This is an optimization exercise on Yosys and OpenROAD, whose aim is small area, a short achievable clock period and few clock cycles per item, not a production implementation. No activity file was given, so power comes from the tool's default toggle rates.

==> flow/design.v <==
module clear_ram #(
    parameter int                    ADDR_WIDTH    = 8,
    parameter int                    DATA_WIDTH    = 10,
    parameter int                    MEM_SIZE      = 256,
    parameter logic [DATA_WIDTH-1:0] CLR_VALUE     = '0,
    parameter bit                    INIT_ON_RESET = 1'b1
) (
    input  logic                  CLK,
    input  logic                  RST_N,
    input  logic                  EN,
    input  logic                  WE,
    input  logic [ADDR_WIDTH-1:0] ADDR,
    input  logic [DATA_WIDTH-1:0] Din,
    input  logic                  CLR,
    output logic [DATA_WIDTH-1:0] Dout,
    output logic                  DVALID,
    output logic                  ERR,
    output logic                  BUSY,
    output logic                  DBG_STATE
);
    logic [DATA_WIDTH-1:0] mem [0:MEM_SIZE-1];
    logic                  busy_q;
    logic                  idle;
    logic                  clr_all;
    logic                  addr_ok;
    logic                  wr_fire;
    logic                  rd_fire;
    logic                  err_fire;
    logic [DATA_WIDTH-1:0] wdata;
    localparam int NLEAF = 1 << ADDR_WIDTH;
    function automatic int node_depth(input int n);
        int d;
        d = 0;
        for (int k = 1; k < 31; k++) if ((n >> k) != 0) d = k;
        node_depth = d;
    endfunction
    logic [2*NLEAF-1:1][DATA_WIDTH-1:0] node;
    always_ff @(posedge CLK or negedge RST_N) begin
        if (!RST_N) busy_q <= INIT_ON_RESET;
        else        busy_q <= !busy_q && CLR;
    end
    assign BUSY      = busy_q;
    assign DBG_STATE = busy_q;
    assign addr_ok  = (ADDR < ADDR_WIDTH'(MEM_SIZE));
    assign idle     = !busy_q && !CLR;
    assign clr_all  = busy_q;
    assign wr_fire  = idle && EN && WE;
    assign rd_fire  = idle && EN && !WE;
    assign err_fire = idle && EN && !addr_ok;
    assign wdata    = clr_all ? CLR_VALUE : Din;
    always_ff @(posedge CLK) begin
        for (int i = 0; i < MEM_SIZE; i++) begin
            if (clr_all || (wr_fire && ADDR == ADDR_WIDTH'(i))) mem[i] <= wdata;
        end
    end
    for (genvar a = 0; a < NLEAF; a++) begin : g_leaf
        if (a < MEM_SIZE) begin : g_word
            assign node[NLEAF + a] = mem[a];
        end else begin : g_none
            assign node[NLEAF + a] = '0;
        end
    end
    for (genvar n = 1; n < NLEAF; n++) begin : g_node
        assign node[n] = ADDR[ADDR_WIDTH - 1 - node_depth(n)] ? node[2*n + 1] : node[2*n];
    end
    always_ff @(posedge CLK or negedge RST_N) begin
        if (!RST_N) begin
            Dout   <= '0;
            DVALID <= 1'b0;
            ERR    <= 1'b0;
        end else begin
            DVALID <= rd_fire;
            ERR    <= err_fire;
            if (rd_fire) Dout <= node[1];
        end
    end
endmodule
module clear_ram_top (
    input  logic       CLK,
    input  logic       RST_N,
    input  logic       EN,
    input  logic       WE,
    input  logic [7:0] ADDR,
    input  logic [9:0] Din,
    input  logic       CLR,
    output logic [9:0] Dout,
    output logic       DVALID,
    output logic       ERR,
    output logic       BUSY,
    output logic       DBG_STATE
);
    clear_ram #(
        .ADDR_WIDTH   (8),
        .DATA_WIDTH   (10),
        .MEM_SIZE     (200),
        .CLR_VALUE    (10'h000),
        .INIT_ON_RESET(1'b1)
    ) u_ram (
        .CLK      (CLK),
        .RST_N    (RST_N),
        .EN       (EN),
        .WE       (WE),
        .ADDR     (ADDR),
        .Din      (Din),
        .CLR      (CLR),
        .Dout     (Dout),
        .DVALID   (DVALID),
        .ERR      (ERR),
        .BUSY     (BUSY),
        .DBG_STATE(DBG_STATE)
    );
endmodule
Settings: LEC_CHECK=0, CAP_MARGIN=20, CORE_MARGIN=2, CORE_UTILIZATION=40, CTS_CLUSTER_DIAMETER=100, CTS_CLUSTER_SIZE=30, SETUP_SLACK_MARGIN=2.1, SLEW_MARGIN=20, TNS_END_PERCENT=30; clock period 4.5 ns.
run.sh (not shown) runs the stock make flow with config.mk's settings and CLKGATE_MAP_FILE= SYNTH_SCRIPT=/design/flow/synth_recipe.tcl, a recipe that flattens the netlist after the stock synthesis.
Then changed:
--- a/flow/design.v
+++ b/flow/design.v
@@ -18,39 +18,55 @@
     output logic                  BUSY,
     output logic                  DBG_STATE
 );
+    localparam int NLEAF = 1 << ADDR_WIDTH;
     logic [DATA_WIDTH-1:0] mem [0:MEM_SIZE-1];
     logic                  busy_q;
+    logic                  clr_q;
     logic                  idle;
-    logic                  clr_all;
     logic                  addr_ok;
     logic                  wr_fire;
     logic                  rd_fire;
     logic                  err_fire;
+    logic                  pend_v;
+    logic [ADDR_WIDTH-1:0] pend_a;
+    logic [DATA_WIDTH-1:0] pend_d;
     logic [DATA_WIDTH-1:0] wdata;
-    localparam int NLEAF = 1 << ADDR_WIDTH;
+    logic [DATA_WIDTH-1:0] rdata;
+    logic [2*NLEAF-1:1][DATA_WIDTH-1:0] node;
     function automatic int node_depth(input int n);
         int d;
         d = 0;
         for (int k = 1; k < 31; k++) if ((n >> k) != 0) d = k;
         node_depth = d;
     endfunction
-    logic [2*NLEAF-1:1][DATA_WIDTH-1:0] node;
     always_ff @(posedge CLK or negedge RST_N) begin
-        if (!RST_N) busy_q <= INIT_ON_RESET;
-        else        busy_q <= !busy_q && CLR;
+        if (!RST_N) begin
+            busy_q <= INIT_ON_RESET;
+            clr_q  <= INIT_ON_RESET;
+        end else begin
+            busy_q <= !busy_q && CLR;
+            clr_q  <= !clr_q && CLR;
+        end
     end
     assign BUSY      = busy_q;
     assign DBG_STATE = busy_q;
     assign addr_ok  = (ADDR < ADDR_WIDTH'(MEM_SIZE));
     assign idle     = !busy_q && !CLR;
-    assign clr_all  = busy_q;
-    assign wr_fire  = idle && EN && WE;
+    assign wr_fire  = idle && EN && WE && addr_ok;
     assign rd_fire  = idle && EN && !WE;
     assign err_fire = idle && EN && !addr_ok;
-    assign wdata    = clr_all ? CLR_VALUE : Din;
+    always_ff @(posedge CLK or negedge RST_N) begin
+        if (!RST_N) pend_v <= 1'b0;
+        else        pend_v <= wr_fire;
+    end
+    always_ff @(posedge CLK) begin
+        pend_a <= ADDR;
+        pend_d <= Din;
+    end
+    assign wdata = clr_q ? CLR_VALUE : pend_d;
     always_ff @(posedge CLK) begin
         for (int i = 0; i < MEM_SIZE; i++) begin
-            if (clr_all || (wr_fire && ADDR == ADDR_WIDTH'(i))) mem[i] <= wdata;
+            if (clr_q || (pend_v && pend_a == ADDR_WIDTH'(i))) mem[i] <= wdata;
         end
     end
     for (genvar a = 0; a < NLEAF; a++) begin : g_leaf
@@ -63,6 +79,7 @@
     for (genvar n = 1; n < NLEAF; n++) begin : g_node
         assign node[n] = ADDR[ADDR_WIDTH - 1 - node_depth(n)] ? node[2*n + 1] : node[2*n];
     end
+    assign rdata = (pend_v && pend_a == ADDR) ? pend_d : node[1];
     always_ff @(posedge CLK or negedge RST_N) begin
         if (!RST_N) begin
             Dout   <= '0;
@@ -71,7 +88,7 @@
         end else begin
             DVALID <= rd_fire;
             ERR    <= err_fire;
-            if (rd_fire) Dout <= node[1];
+            if (rd_fire) Dout <= rdata;
         end
     end
 endmodule
Design area decreases by 1.1%.
Global-route usage increases by 2.4 points.
Hold slack loses 0.23 ns.
Register-to-register slack loses 0.08 ns.
Worst setup slack loses 0.035 ns.
Power increases by 1.5%.
Synthesized area increases by 0.86%.
Fmax decreases by 1.3%.
Sequential share of layout area increases by 1.2 points.
Wire length increases by 11%.
Clock power increases by 3.9%.
Clock-buffer cell count increases by 15.
Combinational power hardly moves.
Function was not checked in any run of this note: the RTL went through the layout flow alone.

[static timing again, ports no longer ideal]
How much do the figures lean on ideal ports? The routed layouts below were timed once more, with nothing changed but the port constraints.
Step 1 assumes that a clkbuf_16 drives the clock port and a buf_2 every other input.
Step 2 also shifts input and output timing later by t, the mid clock arrival at the registers, as if the neighbouring blocks saw the same clock.
a / b / c = ideal ports / drivers / drivers and shift; a / b = the first two.
| run | t (ns) | setup slack, ns | worst hold slack (ns) | worst setup path after step 2 | pins driven straight from the clock port |
|---|---|---|---|---|---|
| the first run | 0.832 | 1.911 / 1.645 / 0.814 | 0.653 / 0.600 / 0.695 | input to register | 1 |
| the second run | 0.833 | 1.876 / 1.416 / 0.583 | 0.426 / 0.384 / 0.605 | input to register | 1 |
After both steps every run listed still meets setup and hold. The setup slack of the second run, which loses most, moves by -0.460 ns with the drivers and by -1.293 ns with both steps.
